Context: an optimization exercise on an open-source flow, tuned for a short achievable clock period and few clock cycles. The choices shown serve that exercise and are no tape-out recipe.
In this exercise RTL edits were held to simulation tests only and were not proved equivalent to the original.
Power figures rest on the tool's default switching activity, not on a simulated workload.

==> flow/design.v <==
`default_nettype none
module core_top (
    input  wire        clk,
    input  wire        rst_n,
    input  wire        halt,
    input  wire [31:0] mem_rdata,
    input  wire        mem_ready,
    output wire [31:0] mem_addr,
    output wire [31:0] mem_wdata,
    output wire        mem_we,
    output wire        mem_valid,
    output wire        running
);
    localparam [3:0] OP_AND = 4'd0;
    localparam [3:0] OP_EOR = 4'd1;
    localparam [3:0] OP_SUB = 4'd2;
    localparam [3:0] OP_ADD = 4'd4;
    localparam [3:0] OP_CMP = 4'd10;
    localparam [3:0] OP_ORR = 4'd12;
    function automatic cond_eval(input [3:0] c, input [3:0] f);
        reg n, z, cf, v;
        begin
            {n, z, cf, v} = f;
            case (c)
                4'd0:    cond_eval = z;
                4'd1:    cond_eval = !z;
                4'd2:    cond_eval = cf;
                4'd3:    cond_eval = !cf;
                4'd4:    cond_eval = n;
                4'd5:    cond_eval = !n;
                4'd6:    cond_eval = v;
                4'd7:    cond_eval = !v;
                4'd8:    cond_eval = cf && !z;
                4'd9:    cond_eval = !cf || z;
                4'd10:   cond_eval = n == v;
                4'd11:   cond_eval = n != v;
                4'd12:   cond_eval = !z && (n == v);
                4'd13:   cond_eval = z || (n != v);
                4'd14:   cond_eval = 1'b1;
                default: cond_eval = 1'b0;
            endcase
        end
    endfunction
    function automatic [7:0] predec(input [31:0] w);
        reg dp, xf, st, mv;
        begin
            dp = w[27:26] == 2'd0;
            xf = w[27:26] == 2'd1;
            st = xf && !w[20];
            mv = !(w[24:21] == OP_AND || w[24:21] == OP_EOR || w[24:21] == OP_SUB ||
                   w[24:21] == OP_ADD || w[24:21] == OP_CMP || w[24:21] == OP_ORR);
            predec = {dp && (w[20] || w[24:21] == OP_CMP),
                      st ? w[15:12] : w[3:0],
                      xf || (dp && !mv),
                      (dp && !w[25]) || st,
                      ((dp && w[24:21] != OP_CMP) || (xf && w[20])) && w[15:12] != 4'd15};
        end
    endfunction
    reg         started;
    reg         rv;
    reg  [31:0] ra;
    reg  [31:0] rwd;
    reg         rwe;
    reg         r_fetch;       
    reg  [3:0]  r_rd;          
    reg  [14:0] r_ldsel;       
    reg  [31:0] fpc;           
    localparam CB = 4;
    localparam CN = 1 << CB;
    reg             cv [0:CN-1];
    reg  [14:6]     ct [0:CN-1];
    reg  [31:0]     cw [0:CN-1];
    reg  [31:2]     cb [0:CN-1];     
    reg  [31:15]    c_rgn;
    reg  [CN-1:0]   ch;              
    reg             fl_v;
    reg  [CB-1:0]   fl_idx;
    reg  [31:2]     fl_pc;
    reg  [23:0]     fl_off;
    reg         ib_v0;         
    reg         ib_v1;         
    reg  [31:0] ib_w   [0:1];
    reg  [31:2] ib_tgt [0:1];
    reg  [31:2] ib_seq [0:1];
    reg         ib_pred [0:1];
    reg         ib_fs  [0:1];
    reg         ib_ab  [0:1];      
    reg  [3:0]  ib_abc [0:1];      
    reg  [CB-1:0] ib_bl [0:1];     
    reg  [3:0]  ib_bsel [0:1];
    reg         ib_urn [0:1];
    reg         ib_ub  [0:1];
    reg         ib_wr  [0:1];
    reg         dq_v0;
    reg         dq_v1;
    reg  [31:0] dq_a  [0:1];
    reg  [31:0] dq_wd [0:1];
    reg         dq_we [0:1];
    reg  [3:0]  dq_rd [0:1];
    reg         x_valid;
    reg  [3:0]  x_cond;
    reg         x_xfer;
    reg         x_br;
    reg         x_ld;
    reg         x_wr;          
    reg         x_fs;          
    reg         x_and;
    reg         x_eor;
    reg         x_orr;
    reg         x_ari;         
    reg         x_mov;
    reg         x_sub;         
    reg  [3:0]  x_rd;
    reg  [31:0] x_a;
    reg  [31:0] x_b;
    reg  [31:0] x_sd;
    reg         x_pred;
    reg         x_ab;          
    reg  [3:0]  x_abc;
    reg  [CB-1:0] x_bl;
    reg  [31:2] x_alt;
    reg         x_alt_hit;     
    reg  [31:0] x_aw;          
    reg         x_aok;         
    reg  [31:2] x_alt1;        
    reg  [3:0]  flags;         
    reg  [31:0] rf [0:14];
    reg  [14:0] pend;          
    reg  [14:0] lpend;         
    integer i;
    wire        x_pass = cond_eval(x_cond, flags);
    reg  [32:0] x_sum;
    reg  [31:0] ks_g, ks_p, ks_gn, ks_pn;
    reg  [32:0] ks_c;
    integer     ks_d, ks_k;
    always @(*) begin
        ks_g = x_a & x_b;
        ks_p = x_a ^ x_b;
        ks_g[0] = ks_g[0] | (ks_p[0] & x_sub);
        for (ks_d = 1; ks_d < 32; ks_d = ks_d * 2) begin
            ks_gn = ks_g;
            ks_pn = ks_p;
            for (ks_k = ks_d; ks_k < 32; ks_k = ks_k + 1) begin
                ks_gn[ks_k] = ks_g[ks_k] | (ks_p[ks_k] & ks_g[ks_k - ks_d]);
                ks_pn[ks_k] = ks_p[ks_k] & ks_p[ks_k - ks_d];
            end
            ks_g = ks_gn;
            ks_p = ks_pn;
        end
        ks_c = {ks_g, x_sub};
        x_sum = {ks_c[32], (x_a ^ x_b) ^ ks_c[31:0]};
    end
    wire [31:0] x_lres = ({32{x_and}} & (x_a & x_b)) |
                         ({32{x_eor}} & (x_a ^ x_b)) |
                         ({32{x_orr}} & (x_a | x_b)) |
                         ({32{x_mov}} & x_b);
    wire [31:0] x_res  = x_ari ? x_sum[31:0] : x_lres;
    wire        x_c    = x_ari ? x_sum[32] : flags[1];
    wire        x_v    = x_ari ? ((x_a[31] == x_b[31]) && (x_sum[31] != x_a[31])) : flags[0];
    wire [31:0] x_abx  = x_a ^ x_b;
    wire [31:0] x_abo  = x_a | x_b;
    wire        x_z    = x_ari ? ((x_abx[0] == x_sub) && (x_abx[31:1] == x_abo[30:0])) :
                                 (x_lres == 32'd0);
    wire x_do       = x_valid && x_pass;
    wire x_wr_go    = x_do && x_wr;
    wire x_fl_go    = x_do && x_fs;
    wire x_mem_go   = x_do && x_xfer && !(x_ld && x_rd == 4'd15);
    wire x_ld_go    = x_mem_go && x_ld;
    wire x_ab_act   = x_fl_go ? (x_z ^ x_abc[0]) : cond_eval(x_abc, flags);
    wire x_redir    = x_valid && ((x_br && (x_pass != x_pred)) ||
                                  (x_ab && (x_ab_act != x_pred)));
    wire        x_fs_on  = x_valid && x_fs;
    wire        x_z_fast = (!x_fs_on || !x_pass) ? flags[2] : x_z;
    wire done    = rv && mem_ready;
    wire r_free  = !rv || mem_ready;
    wire f_done  = done && r_fetch;
    wire ld_done = done && !r_fetch && !rwe;
    wire st_done = done && !r_fetch && rwe;
    wire [CB-1:0] f_idx    = fpc[CB+1:2];
    wire          f_rgn    = fpc[31:15] == c_rgn;
    wire [31:0]   fw       = cw[f_idx];
    wire          f_isbr   = fw[27:26] == 2'd2;
    wire          f_tpend  = fl_v && (fl_idx == f_idx);
    wire [31:2]   fl_tgt   = fl_pc + {{6{fl_off[23]}}, fl_off};
    wire          f_stable = 1'b0;     
    reg  [CN-1:0] l_hit;
    reg  [CN-1:0] l_br;        
    reg  [CN-1:0] l_fs;        
    reg  [CN-1:0] l_st;        
    reg  [CN-1:0] l_ex;        
    reg  [CN-1:0] l_fold;      
    reg  [CN-1:0] l_fbr;       
    reg  [CN-1:0] l_nop;       
    reg  [CN-1:0] l_skip;      
    reg  [31:0]   l_w1 [0:CN-1];
    reg  [CN-1:0] l_tk0;       
    reg  [CN-1:0] l_tk1;       
    reg  [31:2]   l_tg1 [0:CN-1];
    reg  [3:0]    l_nc  [0:CN-1];
    integer j;
    always @(*) begin
        for (i = 0; i < CN; i = i + 1) begin
            l_hit[i] = cv[i] && (ct[i] == fpc[14:6]);
            l_br[i]  = cw[i][27:26] == 2'd2;
            l_fs[i]  = (cw[i][27:26] == 2'd0) && (cw[i][20] || cw[i][24:21] == OP_CMP);
            l_st[i]  = l_br[i] && (cw[i][31:28] == 4'd14 ||
                                   (cw[i][31:28] != 4'd15 && ch[i]));
            l_ex[i]  = l_br[i] && cond_eval(cw[i][31:28], flags);
            l_nop[i] = (cw[i][27:26] == 2'd3) || (cw[i][31:28] == 4'd15);
        end
        for (i = 0; i < CN; i = i + 1) begin
            j = (i + 1) % CN;
            l_fbr[i]  = l_br[j] && (!l_fs[i] || cw[j][31:29] == 3'd0) &&
                        !(fl_v && fl_idx == j);
            l_fold[i] = (i != CN - 1) && !l_br[i] && l_hit[j] &&
                        (l_fbr[i] || l_nop[j] ||
                         (f_stable && !l_fs[i] && !cond_eval(cw[j][31:28], flags)));
            l_tk0[i]  = f_stable ? l_ex[i] : l_st[i];
            l_tk1[i]  = l_fbr[i] && ((f_stable && !l_fs[i]) ? l_ex[j] : l_st[j]);
            l_tg1[i]  = cb[j];
            l_skip[i] = (i != CN - 1) && !l_fold[i] && l_hit[j] && !l_br[j] &&
                        (l_nop[i] || (f_stable && !cond_eval(cw[i][31:28], flags)));
            l_w1[i]   = cw[j];
            l_nc[i]   = cw[j][31:28];
        end
    end
    wire          f_lhit   = l_hit[f_idx] && f_rgn;
    wire          f_hit    = f_lhit;
    wire          f_fold   = l_fold[f_idx];
    wire          f_fbr    = f_fold && l_fbr[f_idx];
    wire [31:2]   f_tgt    = f_fold ? l_tg1[f_idx] : f_tpend ? fl_tgt : cb[f_idx];
    wire [31:2]   f_seq    = fpc[31:2] + 30'd1;
    wire [31:2]   f_seq2   = fpc[31:2] + 30'd2;
    wire          f_skip   = l_skip[f_idx];
    wire          f_two    = f_fold || f_skip;
    wire [31:2]   f_seqn   = ({30{f_two}} & f_seq2) | ({30{!f_two}} & f_seq);
    wire          f_taken  = f_fold ? l_tk1[f_idx] : (l_tk0[f_idx] && !f_skip);
    wire [31:0]   f_pw     = f_skip ? l_w1[f_idx] : fw;     
    wire          f_fs;
    wire [3:0]    f_bsel;
    wire          f_urn;
    wire          f_ub;
    wire          f_wr;
    assign {f_fs, f_bsel, f_urn, f_ub, f_wr} = predec(f_pw);
    wire [CB-1:0] s_idx    = f_seq[CB+1:2];
    wire          s_hit    = (f_idx != {CB{1'b1}}) ? (l_hit[s_idx] && f_rgn) :
                             (cv[0] && (ct[0] == f_seq[14:6]) && (f_seq[31:15] == c_rgn));
    wire [CB-1:0] m_idx    = ra[CB+1:2];
    wire          m_rgn    = ra[31:15] == c_rgn;
    wire          snoop    = st_done && cv[m_idx] && (ct[m_idx] == ra[14:6]) && m_rgn;
    wire [31:0] dw     = ib_w[0];
    wire        d_have = ib_v0;
    wire [1:0]  d_cls  = dw[27:26];
    wire        d_dp   = d_cls == 2'd0;
    wire        d_xfer = d_cls == 2'd1;
    wire        d_br   = d_cls == 2'd2;
    wire        d_imm  = dw[25];
    wire [3:0]  d_opc  = dw[24:21];
    wire        d_and  = d_opc == OP_AND;
    wire        d_eor  = d_opc == OP_EOR;
    wire        d_orr  = d_opc == OP_ORR;
    wire        d_cmp  = d_opc == OP_CMP;
    wire        d_sub  = d_opc == OP_SUB || d_cmp;
    wire        d_add  = d_opc == OP_ADD;
    wire        d_mov  = !(d_and || d_eor || d_orr || d_sub || d_add);
    wire        d_l    = dw[20];
    wire [3:0]  d_rn   = dw[19:16];
    wire [3:0]  d_rd   = dw[15:12];
    wire [3:0]  d_rm   = dw[3:0];
    wire        d_st   = d_xfer && !d_l;
    wire        d_use_rn = ib_urn[0];
    wire        d_use_b  = ib_ub[0];
    wire [3:0]  d_bsel   = ib_bsel[0];
    wire        d_wr_dp  = d_dp && !d_cmp && d_rd != 4'd15;
    wire        d_writes = ib_wr[0];
    wire        d_inv    = d_dp && d_sub;
    wire [15:0] busy = {1'b0, pend} |
                       ((x_valid && x_xfer && x_ld) ? (16'd1 << x_rd) : 16'd0);
    wire [15:0] lbusy = {1'b0, lpend} |
                        ((x_valid && x_xfer && x_ld) ? (16'd1 << x_rd) : 16'd0);
    wire        d_haz = (d_use_rn && busy[d_rn]) || (d_use_b && busy[d_bsel]) ||
                        (d_writes && d_xfer && lbusy[d_rd]);
    wire        d_memfull = d_xfer && (dq_v1 || (dq_v0 && x_valid && x_xfer));
    wire        d_go = d_have && !d_haz && !d_memfull;
    wire [31:0] rf_a = (d_rn == 4'd15) ? 32'd0 : rf[d_rn];
    wire [31:0] rf_b = (d_bsel == 4'd15) ? 32'd0 : rf[d_bsel];
    wire [31:0] d_a  = (x_wr_go && x_rd == d_rn) ? x_res : rf_a;
    wire [31:0] d_rb = (x_wr_go && x_rd == d_bsel) ? x_res : rf_b;
    wire [31:0] d_b  = d_xfer ? {20'd0, dw[11:0]} :
                       d_imm  ? {24'd0, dw[7:0]} : d_rb;
    wire [3:0]  d_cond   = dw[31:28];
    wire        d_eqne   = d_cond[3:1] == 3'd0;
    wire        d_res_ok = !x_fs_on || d_eqne;
    wire        d_actual = cond_eval(d_cond, {flags[3], x_z_fast, flags[1:0]});
    wire        d_redir  = d_have && d_br && d_res_ok && (d_actual != ib_pred[0]) && !x_redir;
    wire        redirect = x_redir || d_redir;
    wire [31:2] d_alt    = ib_pred[0] ? ib_seq[0] : ib_tgt[0];
    wire [31:2] redir_pc = x_redir ? x_alt : d_alt;
    wire [CB-1:0] a_idx  = d_alt[CB+1:2];
    wire        d_alt_hit = cv[a_idx] && (ct[a_idx] == d_alt[14:6]) &&
                            (d_alt[31:15] == c_rgn);
    wire [31:0] a_w      = cw[a_idx];
    wire        a_ok     = d_alt_hit && (a_w[27:26] != 2'd2);
    wire        p_ok     = x_redir && x_aok;
    wire [31:0] p_w      = x_aw;
    wire [31:2] d_alt1   = d_alt + 30'd1;
    wire [31:2] p_pc     = x_alt1;
    wire        p_fs;
    wire [3:0]  p_bsel;
    wire        p_urn;
    wire        p_ub;
    wire        p_wr;
    assign {p_fs, p_bsel, p_urn, p_ub, p_wr} = predec(p_w);
    wire        d_pop   = d_go;
    wire        f_go    = f_hit && !redirect && !ib_v1;
    wire        c_at_fpc = rv && r_fetch && (ra[31:2] == fpc[31:2]);
    wire        c_at_seq = rv && r_fetch && (ra[31:2] == f_seq);
    wire        c_brish  = (mem_rdata[27:26] == 2'd2) &&
                           (mem_rdata[31:28] == 4'd14 || mem_rdata[23]);
    wire        f_need   = !f_lhit && !c_at_fpc;
    wire        f_sq2    = c_at_seq && f_hit && !f_taken && !c_brish;
    wire        f_sqw    = !s_hit && !c_at_seq &&
                           ((f_hit && !f_taken) || (c_at_fpc && !c_brish));
    wire        c_data   = dq_v0 || x_mem_go;
    wire        x_pf     = x_valid && (x_br || x_ab) && x_pred && !x_alt_hit;
    wire        c_fetch  = x_redir ? !x_alt_hit :
                           (!d_redir && (f_need || f_sqw || f_sq2 || x_pf));
    wire        c_valid  = !halt && (c_data || c_fetch);
    wire [31:2] c_faddr  = x_redir ? x_alt : f_need ? fpc[31:2] : f_sqw ? f_seq :
                           f_sq2 ? f_seq2 : x_alt;
    wire [31:0] c_addr   = (dq_v0) ? dq_a[0] :
                           x_mem_go ? x_res : {c_faddr, 2'b00};
    wire [31:0] c_wd     = (dq_v0) ? dq_wd[0] : x_sd;
    wire        c_we     = (dq_v0) ? dq_we[0] : (x_mem_go && !x_ld);
    wire [3:0]  c_rd     = (dq_v0) ? dq_rd[0] : x_rd;
    wire        dq_pop   = r_free && !halt && dq_v0;
    wire        x_direct = r_free && !halt && !dq_v0;
    wire        dq_push  = x_mem_go && !x_direct;
    always @(posedge clk or negedge rst_n) begin
        if (!rst_n) begin
            started <= 1'b0;
            rv      <= 1'b0;
            ra      <= 32'd0;
            rwd     <= 32'd0;
            rwe     <= 1'b0;
            r_fetch <= 1'b0;
            r_rd    <= 4'd0;
            r_ldsel <= 15'd0;
            fpc     <= 32'd0;
            c_rgn   <= 17'd0;
            ch      <= {CN{1'b0}};
            fl_v    <= 1'b0;
            fl_idx  <= {CB{1'b0}};
            fl_pc   <= 30'd0;
            fl_off  <= 24'd0;
            for (i = 0; i < CN; i = i + 1) begin
                cv[i] <= 1'b0;
                ct[i] <= 9'd0;
                cw[i] <= 32'd0;
                cb[i] <= 30'd0;
            end
            ib_v0   <= 1'b0;
            ib_v1   <= 1'b0;
            dq_v0   <= 1'b0;
            dq_v1   <= 1'b0;
            for (i = 0; i < 2; i = i + 1) begin
                ib_w[i]    <= 32'd0;
                ib_tgt[i]  <= 30'd0;
                ib_seq[i]  <= 30'd0;
                ib_ab[i]   <= 1'b0;
                ib_abc[i]  <= 4'd0;
                ib_bl[i]   <= {CB{1'b0}};
                ib_pred[i] <= 1'b0;
                ib_fs[i]   <= 1'b0;
                ib_bsel[i] <= 4'd0;
                ib_urn[i]  <= 1'b0;
                ib_ub[i]   <= 1'b0;
                ib_wr[i]   <= 1'b0;
                dq_a[i]    <= 32'd0;
                dq_wd[i]   <= 32'd0;
                dq_we[i]   <= 1'b0;
                dq_rd[i]   <= 4'd0;
            end
            x_valid <= 1'b0;
            x_cond  <= 4'd0;
            x_xfer  <= 1'b0;
            x_br    <= 1'b0;
            x_ld    <= 1'b0;
            x_wr    <= 1'b0;
            x_fs    <= 1'b0;
            x_and   <= 1'b0;
            x_eor   <= 1'b0;
            x_orr   <= 1'b0;
            x_ari   <= 1'b0;
            x_mov   <= 1'b0;
            x_sub   <= 1'b0;
            x_rd    <= 4'd0;
            x_a     <= 32'd0;
            x_b     <= 32'd0;
            x_sd    <= 32'd0;
            x_pred  <= 1'b0;
            x_ab    <= 1'b0;
            x_abc   <= 4'd0;
            x_bl    <= {CB{1'b0}};
            x_alt   <= 30'd0;
            x_alt_hit <= 1'b0;
            x_aw    <= 32'd0;
            x_aok   <= 1'b0;
            x_alt1  <= 30'd0;
            flags   <= 4'd0;
            pend    <= 15'd0;
            lpend   <= 15'd0;
            for (i = 0; i < 15; i = i + 1) rf[i] <= 32'd0;
        end else begin
            started <= 1'b1;
            if (r_free) begin
                rv      <= c_valid;
                ra      <= c_addr;
                rwd     <= c_wd;
                rwe     <= c_we;
                r_rd    <= c_rd;
                r_fetch <= !c_data;
                r_ldsel <= (c_data && !c_we) ? (16'd1 << c_rd) : 16'd0;
            end
            fpc <= redirect ? {(p_ok ? p_pc : redir_pc), 2'b00} :
                   f_go ? {(f_taken ? f_tgt : f_seqn), 2'b00} : fpc;
            fl_v   <= f_done;
            fl_idx <= m_idx;
            fl_pc  <= ra[31:2];
            fl_off <= mem_rdata[23:0];
            if (fl_v)
                cb[fl_idx] <= fl_tgt;
            if (f_done && !m_rgn)
                c_rgn <= ra[31:15];
            for (i = 0; i < CN; i = i + 1) begin
                if (f_done && m_idx == i)
                    ch[i] <= mem_rdata[23];
                else if (x_valid && (x_br || x_ab) && x_bl == i)
                    ch[i] <= x_br ? x_pass : x_ab_act;
                if (f_done && m_idx == i) begin
                    cv[i] <= 1'b1;
                    ct[i] <= ra[14:6];
                    cw[i] <= mem_rdata;
                end else if ((f_done && !m_rgn) || (snoop && m_idx == i)) begin
                    cv[i] <= 1'b0;
                end
            end
            if (dq_pop) begin
                dq_a[0]  <= dq_a[1];
                dq_wd[0] <= dq_wd[1];
                dq_we[0] <= dq_we[1];
                dq_rd[0] <= dq_rd[1];
            end
            if (dq_push) begin
                if (!dq_v0 || (!dq_v1 && dq_pop)) begin
                    dq_a[0]  <= x_res;
                    dq_wd[0] <= x_sd;
                    dq_we[0] <= !x_ld;
                    dq_rd[0] <= x_rd;
                end else begin
                    dq_a[1]  <= x_res;
                    dq_wd[1] <= x_sd;
                    dq_we[1] <= !x_ld;
                    dq_rd[1] <= x_rd;
                end
            end
            dq_v0 <= (dq_v0 && !dq_pop) || dq_v1 || dq_push;
            dq_v1 <= (dq_v1 && !dq_pop) || (dq_v0 && !dq_pop && dq_push);
            if (!ib_v1) begin
                ib_w[1]    <= f_pw;
                ib_tgt[1]  <= f_tgt;
                ib_seq[1]  <= f_seqn;
                ib_ab[1]   <= f_fbr;
                ib_abc[1]  <= l_nc[f_idx];
                ib_bl[1]   <= f_fold ? f_idx + 1'b1 : f_idx;
                ib_pred[1] <= f_taken;
                ib_fs[1]   <= f_fs;
                ib_bsel[1] <= f_bsel;
                ib_urn[1]  <= f_urn;
                ib_ub[1]   <= f_ub;
                ib_wr[1]   <= f_wr;
            end
            if (redirect) begin
                ib_w[0]    <= p_w;
                ib_ab[0]   <= 1'b0;
                ib_pred[0] <= 1'b0;
                ib_fs[0]   <= p_fs;
                ib_bsel[0] <= p_bsel;
                ib_urn[0]  <= p_urn;
                ib_ub[0]   <= p_ub;
                ib_wr[0]   <= p_wr;
            end else if (!ib_v0 || (!ib_v1 && d_pop)) begin
                ib_w[0]    <= f_pw;
                ib_tgt[0]  <= f_tgt;
                ib_seq[0]  <= f_seqn;
                ib_ab[0]   <= f_fbr;
                ib_abc[0]  <= l_nc[f_idx];
                ib_bl[0]   <= f_fold ? f_idx + 1'b1 : f_idx;
                ib_pred[0] <= f_taken;
                ib_fs[0]   <= f_fs;
                ib_bsel[0] <= f_bsel;
                ib_urn[0]  <= f_urn;
                ib_ub[0]   <= f_ub;
                ib_wr[0]   <= f_wr;
            end else if (ib_v1 && d_pop) begin
                ib_w[0]    <= ib_w[1];
                ib_tgt[0]  <= ib_tgt[1];
                ib_seq[0]  <= ib_seq[1];
                ib_ab[0]   <= ib_ab[1];
                ib_abc[0]  <= ib_abc[1];
                ib_bl[0]   <= ib_bl[1];
                ib_pred[0] <= ib_pred[1];
                ib_fs[0]   <= ib_fs[1];
                ib_bsel[0] <= ib_bsel[1];
                ib_urn[0]  <= ib_urn[1];
                ib_ub[0]   <= ib_ub[1];
                ib_wr[0]   <= ib_wr[1];
            end
            ib_v0 <= redirect ? p_ok : ((ib_v0 && !d_pop) || ib_v1 || f_go);
            ib_v1 <= !redirect && ((ib_v1 && !d_pop) || (ib_v0 && !d_pop && f_go));
            x_valid <= d_go && !x_redir;
            x_cond  <= dw[31:28];
            x_xfer  <= d_xfer;
            x_br    <= d_br;
            x_ld    <= d_l;
            x_wr    <= d_wr_dp;
            x_fs    <= d_dp && (dw[20] || d_cmp);
            x_and   <= d_dp && d_and;
            x_eor   <= d_dp && d_eor;
            x_orr   <= d_dp && d_orr;
            x_ari   <= d_xfer || (d_dp && (d_add || d_sub));
            x_mov   <= d_dp && d_mov;
            x_sub   <= d_inv;
            x_rd    <= d_rd;
            x_a     <= d_a;
            x_b     <= d_inv ? ~d_b : d_b;
            x_sd    <= d_rb;
            x_pred  <= d_redir ? d_actual : ib_pred[0];
            x_ab    <= ib_ab[0];
            x_abc   <= ib_abc[0];
            x_bl    <= ib_bl[0];
            x_alt   <= d_alt;
            x_alt_hit <= d_alt_hit;
            x_aw    <= a_w;
            x_aok   <= a_ok;
            x_alt1  <= d_alt1;
            if (x_fl_go)
                flags <= {x_res[31], x_z, x_c, x_v};
            for (i = 0; i < 15; i = i + 1) begin
                if (x_wr_go && x_rd == i)
                    rf[i] <= x_res;
                else if (rv && mem_ready && r_ldsel[i] && pend[i])
                    rf[i] <= mem_rdata;
            end
            for (i = 0; i < 15; i = i + 1) begin
                if (x_ld_go && x_rd == i)
                    pend[i] <= 1'b1;
                else if ((rv && mem_ready && r_ldsel[i]) || (x_wr_go && x_rd == i))
                    pend[i] <= 1'b0;
                if (x_ld_go && x_rd == i)
                    lpend[i] <= 1'b1;
                else if (rv && mem_ready && r_ldsel[i])
                    lpend[i] <= 1'b0;
            end
        end
    end
    assign mem_valid = rv;
    assign mem_addr  = ra;
    assign mem_wdata = rwd;
    assign mem_we    = rwe;
    assign running   = started && !halt;
endmodule
`default_nettype wire
==> flow/run.sh <==
#!/bin/bash
# synth_recipe.tcl (not shown) runs the flow's synth.tcl, then flattens the netlist and writes it again
# the make line also repeats each setting of config.mk as NAME=value (left out here)
make -C /OpenROAD-flow-scripts/flow DESIGN_CONFIG=/design/flow/config.mk WORK_HOME=/design/flow/orfs CLKGATE_MAP_FILE= SYNTH_SCRIPT=/design/flow/synth_recipe.tcl finish
==> flow/config.mk <==
export PLATFORM = sky130hd
export DESIGN_NAME = core_top
export DESIGN_NICKNAME = core_top
export VERILOG_FILES = /design/flow/design.v
export SDC_FILE = /design/flow/constraint.sdc
export NUM_CORES = 4
export LEC_CHECK = 0
export ABC_CLOCK_PERIOD_IN_PS = 3500
export CAP_MARGIN = 20
export CORE_MARGIN = 2
export CORE_UTILIZATION = 40
export SETUP_SLACK_MARGIN = 5
export SLEW_MARGIN = 20
export TNS_END_PERCENT = 100
==> flow/constraint.sdc <==
create_clock -name core_clock -period 9.0 [get_ports {clk}]
set_input_delay 1.8000 -clock core_clock [delete_from_list [all_inputs] [get_ports {clk}]]
set_output_delay 1.8000 -clock core_clock [all_outputs]
set_load 0.01 [all_outputs]
==> results of run 1 <==
[routing by layer]
layer	wire, um	part of all wire (%)	GRT usage [%]	vias to the layer above
met5	319	0.047	0.266	-
met4	61300	9.1	26.3	38
met3	99500	15	14.5	3257
met2	268000	40	52.0	11094
met1	245000	36	47.5	63922
li1	-	-	-	52376
[power by group through the flow]
stage	clock network [uW]	logic, uW	registers (uW)
finish	12100	36300	19600
global route	12500	37200	19900
CTS	12100	31600	19300
detailed placement	0	28300	19400
global placement	0	28200	19400
floorplan	0	16900	17400
[critical path: stages (launching register included)]
cell	delay, ns
dfrtp_4	0.63
buf_6	0.40
nand2_1	0.24
nor2_4	0.34
nand3_1	0.28
nor2_1	0.41
nand2_1	0.30
nor2_1	0.50
nand3_1	0.16
xnor2_1	0.15
mux2_4	0.27
mux2_2	0.27
o221ai_2	0.16
nand3_1	0.10
a22o_1	0.21
[cells by family after synthesis]
| kind of cell | Yosys count | share of synthesized area (%) |
|---|---|---|
| AOI/OAI and AO/OA | 4194 | 20.8 |
| and+or+nand+nor | 3721 | 12.5 |
| DFF | 2447 | 45.2 |
| muxes | 1635 | 13.0 |
| buffers and inverters | 1559 | 4.38 |
| xor gates and xnor gates | 502 | 3.24 |
| adders and majority gates | 106 | 0.993 |
| other | 1 | 0.00277 |
[layout make-up]
type                            count  area [um2]
Fill cell                       31098      174000
Multi-Input combinational cell  10197       74200
Sequential cell                  2447       61400
Timing Repair Buffer             1044       11200
Clock buffer                      402        8170
Tap cell                         4515        5650
Clock inverter                     97        1280
Inverter                          206         802
Antenna cell                       46         115
[stage by stage]
stage,power [uW],cell area (um2),setup slack (ns),hold slack (ns)
2_1_floorplan,34200,136000,4.87,0.352
3_3_place_gp,47600,142000,2.69,0.360
3_5_place_dp,47700,142000,2.50,0.364
4_1_cts,63000,158000,4.61,0.380
5_1_grt,69600,163000,4.44,0.389
6_report,68000,163000,4.44,0.379
[synthesized netlist by cell type (18+ instances only)]
| cell type | number | area share (%) |
|---|---|---|
| ha_1 | 102 | 0.94 |
| buf_2 | 41 | 0.15 |
| mux2_2 | 868 | 7.2 |
| a41oi_1 | 27 | 0.17 |
| a222oi_1 | 141 | 1.0 |
| o22ai_1 | 81 | 0.37 |
| nand2b_1 | 81 | 0.37 |
| xor2_1 | 178 | 1.1 |
| nor2b_1 | 53 | 0.24 |
| clkbuf_1 | 1136 | 3.1 |
| and2_1 | 36 | 0.17 |
| and3_1 | 83 | 0.38 |
| a22oi_1 | 1123 | 6.2 |
| a31oi_1 | 49 | 0.23 |
| nand4_1 | 315 | 1.5 |
| a22o_1 | 242 | 1.6 |
| or3_1 | 40 | 0.18 |
| a21o_1 | 52 | 0.29 |
| nand2_1 | 1793 | 5.0 |
| o31ai_1 | 56 | 0.31 |
| nand3_1 | 353 | 1.3 |
| a211oi_1 | 72 | 0.40 |
| o221a_2 | 49 | 0.41 |
| a21oi_1 | 535 | 2.0 |
| nor3b_1 | 18 | 0.10 |
| a221oi_1 | 224 | 1.4 |
| o211ai_1 | 73 | 0.40 |
| xnor2_1 | 324 | 2.1 |
| mux2i_1 | 753 | 5.6 |
| nor3_1 | 165 | 0.61 |
| buf_1 | 168 | 0.47 |
| nor4_1 | 76 | 0.35 |
| dfrtp_1 | 2447 | 45 |
| nor2_1 | 610 | 1.7 |
| inv_1 | 203 | 0.56 |
| o21ai_0 | 1281 | 4.7 |
[registers in the layout, indices dropped and copies added, names as in the netlist, 60 cells and up]
name	flops
cb	480
ib_tgt	60
ct	144
dq_wd	64
ib_seq	60
dq_a	64
rf	480
ib_w	64
cw	512
[placed cells by master, fill, tap and decap left out, types with 171 or more instances in the layout]
| cell | netlist | routed |
|---|---|---|
| mux2i_1 | 753 | 740 |
| dfrtp_1 | 2447 | 2387 |
| a21oi_1 | 535 | 476 |
| nand3_1 | 353 | 288 |
| xor2_1 | 178 | 171 |
| buf_4 | 7 | 590 |
| o21ai_0 | 1281 | 1129 |
| nand2_1 | 1793 | 1739 |
| a22o_1 | 242 | 231 |
| xnor2_1 | 324 | 276 |
| mux2_2 | 868 | 854 |
| a22oi_1 | 1123 | 1099 |
| nor2_1 | 610 | 532 |
| a221oi_1 | 224 | 211 |
| nand4_1 | 315 | 315 |
| inv_1 | 203 | 183 |
| clkbuf_16 | 0 | 302 |
[path summary, 6_finish.rpt]
path	start	to	slack, ns	depth (start not counted)
worst min register to register	ib_abc[0][3]	x_abc[3]	0.38	0
worst min-delay path	ib_abc[0][3]	x_abc[3]	0.38	0
max in group asynchronous	rst_n	fpc[20]	5.97	3
worst max register to register	fpc[5]	ra[26]	4.44	14
worst max-delay path	fpc[5]	ra[26]	4.44	14
min in group asynchronous	rst_n	rf[8][16]	0.81	1
[what timing repair did]
action                                  4_1_cts  5_1_grt
endpoints found under the setup margin     1460      646
gates cloned                                 48       21
gates resized for setup                     827      612
pin swaps                                   211      285
buffers inserted                            297      201
==> qor.yml, run 1 <==
post-dp-hpwl_um: 382000
ant_nets: 0
hold_violations: 0
drt_first_iter_violations: 23396
leakagePower_uw: 0.0691
ys_seq_elements: 2447
max-slew-margin-rel_pct: 10.7
setup_viol: 0
htreeDepth: 5
rsz0062_at_grt: "yes"
drv_slew: 0
powerDensity_nw_per_um2: 418
synth.distinct_cells: 97
layout_min_cycle_time_ns: 4.56
drv_cap: 0
die-height_um: 586
power.share.switching_pct: 47.9
fin_crit_sh_pct: 50.6
cp.arrival_ns: 5.38
dieArea_um2: 344000
cts-root-buf: "clkbuf_16"
syn_to_final_growth_pct: 20.0
fmaxAchievable_mhz: 219
clk_pin_slew_ns: 0.06
grt_max_degree: 168
num_rows: 213
coreArea_um2: 337000
crit_path_start_kind: "register"
synth_ff_type: "dfrtp_1"
wl_um: 674000
place.gp.congestion: 1.07
p_switching_uw: 32600
cts.sinks: 2447
crit_type: "register to register"
outcome: "complete, no violations"
final_core_util_pct: 48.3
drc: 0
final.setup.tns_ns: 0
vias_per_cell: 6.89
initial_core_util_pct: 40.2
grt_pass1_wl_um: 935000
synth_area_um2: 136000
pin_count: 103
route.vias.total: 130687
synth-edff-count: 0
final_cell_count_no_fill: 18954
portBuffers: 102
numCtsBuffers: 279
min_path_type: "register to register"
pwr-share-comb_pct: 53.4
route.detailed.wl_per_inst_um: 35.6
avgSynthCellArea_um2: 9.57
synth_warnings: 25
antenna_found_initial: 56
cts_tree: "built"
die_width_um: 586
cts_hold_buf: 0
endpoint_kind: "register"
worstMarginPinSlew_ns: 1.33
async_flop_share_pct: 100
synth_cells: 14165
worstSkewPairLatency_ns: 0.96
grt_pass1_vias: 121698
drt_pre_antenna_iters: 17
drive_above_1_share_pct: 22.4
crit_fanout: 30
synth_seq_area_share_pct: 45.2
grt_usage_pct: 37.5
layout.nets: 14316
synth_fp_nets: 14306
internal_power_uw: 35400
cp.required_ns: 9.82
seq_power_share_pct: 28.8
peakVddDrop_mv: 0.366
overflow: 0
clockPowerShare_pct: 17.8
dp.cells: 17839
clk_path_buf_depth: 4
fin_worst_skew_ns: 0.0882
Testbench counts, summed over its fixed seeds: cycles 41,917.
==> run 2: changes to the inputs <==
--- a/flow/design.v
+++ b/flow/design.v
@@ -184,3 +184,2 @@
     wire [31:2]   fl_tgt   = fl_pc + {{6{fl_off[23]}}, fl_off};
-    wire          f_stable = 1'b0;     
     reg  [CN-1:0] l_hit;
@@ -189,3 +188,2 @@
     reg  [CN-1:0] l_st;        
-    reg  [CN-1:0] l_ex;        
     reg  [CN-1:0] l_fold;      
@@ -193,4 +191,2 @@
     reg  [CN-1:0] l_nop;       
-    reg  [CN-1:0] l_skip;      
-    reg  [31:0]   l_w1 [0:CN-1];
     reg  [CN-1:0] l_tk0;       
@@ -207,3 +203,2 @@
                                    (cw[i][31:28] != 4'd15 && ch[i]));
-            l_ex[i]  = l_br[i] && cond_eval(cw[i][31:28], flags);
             l_nop[i] = (cw[i][27:26] == 2'd3) || (cw[i][31:28] == 4'd15);
@@ -214,11 +209,6 @@
                         !(fl_v && fl_idx == j);
-            l_fold[i] = (i != CN - 1) && !l_br[i] && l_hit[j] &&
-                        (l_fbr[i] || l_nop[j] ||
-                         (f_stable && !l_fs[i] && !cond_eval(cw[j][31:28], flags)));
-            l_tk0[i]  = f_stable ? l_ex[i] : l_st[i];
-            l_tk1[i]  = l_fbr[i] && ((f_stable && !l_fs[i]) ? l_ex[j] : l_st[j]);
+            l_fold[i] = (i != CN - 1) && !l_br[i] && l_hit[j] && (l_fbr[i] || l_nop[j]);
+            l_tk0[i]  = l_st[i];
+            l_tk1[i]  = l_fbr[i] && l_st[j];
             l_tg1[i]  = cb[j];
-            l_skip[i] = (i != CN - 1) && !l_fold[i] && l_hit[j] && !l_br[j] &&
-                        (l_nop[i] || (f_stable && !cond_eval(cw[i][31:28], flags)));
-            l_w1[i]   = cw[j];
             l_nc[i]   = cw[j][31:28];
@@ -233,7 +223,4 @@
     wire [31:2]   f_seq2   = fpc[31:2] + 30'd2;
-    wire          f_skip   = l_skip[f_idx];
-    wire          f_two    = f_fold || f_skip;
-    wire [31:2]   f_seqn   = ({30{f_two}} & f_seq2) | ({30{!f_two}} & f_seq);
-    wire          f_taken  = f_fold ? l_tk1[f_idx] : (l_tk0[f_idx] && !f_skip);
-    wire [31:0]   f_pw     = f_skip ? l_w1[f_idx] : fw;     
+    wire [31:2]   f_seqn   = ({30{f_fold}} & f_seq2) | ({30{!f_fold}} & f_seq);
+    wire          f_taken  = f_fold ? l_tk1[f_idx] : l_tk0[f_idx];
     wire          f_fs;
@@ -243,3 +230,3 @@
     wire          f_wr;
-    assign {f_fs, f_bsel, f_urn, f_ub, f_wr} = predec(f_pw);
+    assign {f_fs, f_bsel, f_urn, f_ub, f_wr} = predec(fw);
     wire [CB-1:0] s_idx    = f_seq[CB+1:2];
@@ -469,3 +456,3 @@
             if (!ib_v1) begin
-                ib_w[1]    <= f_pw;
+                ib_w[1]    <= fw;
                 ib_tgt[1]  <= f_tgt;
@@ -492,3 +479,3 @@
             end else if (!ib_v0 || (!ib_v1 && d_pop)) begin
-                ib_w[0]    <= f_pw;
+                ib_w[0]    <= fw;
                 ib_tgt[0]  <= f_tgt;
==> run 2 against run 1 <==
  * Still clean
  * Critical path depth is the same
  * Sequential power grew 2%
  * Fmax grew 0.42%
  * Clock-buffer cell count grew 2
  * Setup slack gained 0.019 ns
  * Largest cell class unchanged
  * Largest power group unchanged
==> qor.yml, run 2 <==
fin_total_pwr_uw: 65000
endpoint_kind: "register"
clk_pin_slew_ns: 0.06
async_flop_share_pct: 100
wl_um: 662000
die_width_um: 580
drv_cap: 0
final_cell_count_no_fill: 18443
cts_tree: "built"
coreArea_um2: 331000
worstMarginPinSlew_ns: 1.24
leakagePower_uw: 0.0677
internal_power_uw: 34100
r2r_start: "cw[6][23]"
drv_slew: 0
worstSkewPairLatency_ns: 0.96
synth_cells: 13802
ys_seq_elements: 2447
num_rows: 211
fin_crit_sh_pct: 50.4
largest_reg_flops: 512
worstHoldStart: "ib_ab[0]"
route.detailed.wl_per_inst_um: 35.9
avgSynthCellArea_um2: 9.62
grt_pass1_wl_um: 905000
synthDominantCellAreaShare_pct: 46.1
syn_to_final_growth_pct: 20.4
final_common_cell: "dfrtp_1"
grt_usage_pct: 37.1
synth_ff_type: "dfrtp_1"
peakVddDrop_mv: 0.318
rrSetupSlack_ns: 4.46
dieArea_um2: 337000
synth_area_um2: 133000
die-height_um: 580
fin_area_um2: 160000
place.gp.congestion: 1.02
crit_fanout: 8
synthTopCellsByCount: "dfrtp_1, nand2_1, o21ai_0"
fmaxAchievable_mhz: 220
p_switching_uw: 30900
crit_path_start_kind: "register"
portBuffers: 102
dp.cells: 17375
pwr-share-comb_pct: 51.0
synth-edff-count: 0
grt_max_degree: 166
min_path_type: "register to register"
route.vias.total: 124535
clockPowerShare_pct: 18.2
layout_min_cycle_time_ns: 4.54
hold_violations: 0
powerDensity_nw_per_um2: 407
ant_nets: 0
htreeDepth: 5
antenna_found_initial: 63
post-dp-hpwl_um: 380000
synth.distinct_cells: 106
pin_count: 103
yosys-top-cells-area: "dfrtp_1, mux2_2, mux2i_1, a22oi_1, o21ai_0"
drt_first_iter_violations: 21484
cp.arrival_ns: 5.36
grt_pass1_vias: 116702
placed_area_um2: 139000
top_regs: "cw: 512 flops, cb: 480 flops, rf: 480 flops"
synth_warnings: 24
fin_worst_skew_ns: 0.0646
cts-root-buf: "clkbuf_16"
yosysMostFrequentCell: "dfrtp_1"
vias_per_cell: 6.75
synth_fp_nets: 13943
setup_viol: 0
overflow: 0
final.setup.tns_ns: 0
max-slew-margin-rel_pct: 16.9
drt_pre_antenna_iters: 10
numCtsBuffers: 278
outcome: "complete, no violations"
cts.sinks: 2447
layout.nets: 13979
final_core_util_pct: 48.4
synth_top_cell_by_area: "dfrtp_1"
initial_core_util_pct: 40.2
drive_above_1_share_pct: 22.8
drc: 0
power.share.switching_pct: 47.5
cp-startpoint: "cw[6][23]"
clk_path_buf_depth: 4
top_register: "cw"
cp.required_ns: 9.82
rsz0062_at_grt: "yes"
layout_common_cells: "dfrtp_1, nand2_1, o21ai_0"
synth_seq_area_share_pct: 46.1
crit_type: "register to register"
seq_power_share_pct: 30.8
run 2: critical path, cell delays in order (launching register included):
cell      delay [ns]
dfrtp_1         0.39
inv_1           0.10
a41oi_1         0.78
o41ai_2         0.21
o211ai_1        0.42
nand3_1         0.21
a211oi_4        0.28
buf_6           0.18
nand2_8         0.05
mux2_4          0.40
or4_4           0.57
nor3_4          0.37
a221o_1         0.22
o21ai_1         0.08
o22ai_1         0.16
run 2: cell families (layout without fill, tap and decap cells):
family	Yosys count	count (layout)	synth area share, %
fa+ha+maj	106	106	1.01
xor+xnor	485	485	3.22
other cells	1	28	0.00282
compound gates	3916	3918	19.3
simple gates	3673	3702	12.4
flops	2447	2447	46.1
mux	1675	1677	13.6
buf+inv	1499	1714	4.34
run 2: layer usage:
layer	wire length (um)	GRT usage, %	up-vias
li1	-	-	50513
met1	239000	47.4	61254
met2	270000	52.6	9895
met3	90400	12.0	2839
met4	62200	26.6	34
met5	301	0.170	-
run 2: per-stage QoR:
step / worst slack (ns) / hold WS, ns
after floorplan: 5.04 / 0.352
after global placement: 1.74 / 0.361
after detailed placement: 1.65 / 0.367
after CTS: 4.70 / 0.379
after global routing: 4.47 / 0.397
final: 4.46 / 0.384
run 2: final cells by class:
type	instances	area, um2
well taps	4366	5460
repair buffers	1019	11600
diodes	27	67.6
clock inverters	88	1120
clock buffers	404	8170
fillers	30422	171000
flip-flops and latches	2447	61300
inverters	203	790
multi-input cells	9889	71400
run 2: power groups by stage:
stage          logic [uW]  clock network (uW)  registers, uW
3_3_place_gp        25600                   0          19800
5_1_grt             34000               12400          20300
3_5_place_dp        25800                   0          19800
6_report            33100               11900          20000
4_1_cts             28900               11900          19700
2_1_floorplan       15500                   0          17700
run 2: path summary, 6_finish.rpt:
check / depth (start not counted) / end
worst max-delay path: 14 / ra[27]
worst min register to register: 0 / x_ab
worst max register to register: 14 / ra[27]
max in group asynchronous: 3 / rwd[10]
min in group asynchronous: 1 / rf[14][16]
worst min-delay path: 0 / x_ab
run 2: what timing repair did:
item / CTS / global route
cloned: 53 / 45
pin swaps: 214 / 275
setup buffers: 276 / 175
resized for setup: 802 / 680
endpoints found under the setup margin: 1770 / 1125
hold buffers: 0 / 0
Testbench counts of run 2, summed over its fixed seeds: cycles 42,140.

## static timing again, ports no longer ideal
How much do the figures lean on ideal ports? The routed layouts below were timed once more, with nothing changed but the port constraints. Step 1 sets driving cells, clkbuf_16 on the clock port and buf_2 on the other inputs (assumed; they add their load-dependent delay and slew). Step 2 adds t to the input delays and takes it off the output delays; t is the mean of the earliest and latest rising clock arrival at the registers after step 1. Input paths then give back, and output paths get back, about the clock's delay inside the block. Three values: ideal, step 1, step 2; two values: the first two.
| run | t (ns) | setup WS [ns] | hold WS [ns] |
|---|---|---|---|
| run 1 | 1.017 | 4.443 / 4.443 / 3.900 | 0.379 / 0.379 / 0.379 |
| run 2 | 1.030 | 4.462 / 4.462 / 3.787 | 0.384 / 0.384 / 0.384 |
After both steps setup and hold are still met in every run listed. The setup slack of run 2, which loses most, moves by 0.000 ns with the drivers and by -0.675 ns with both steps.
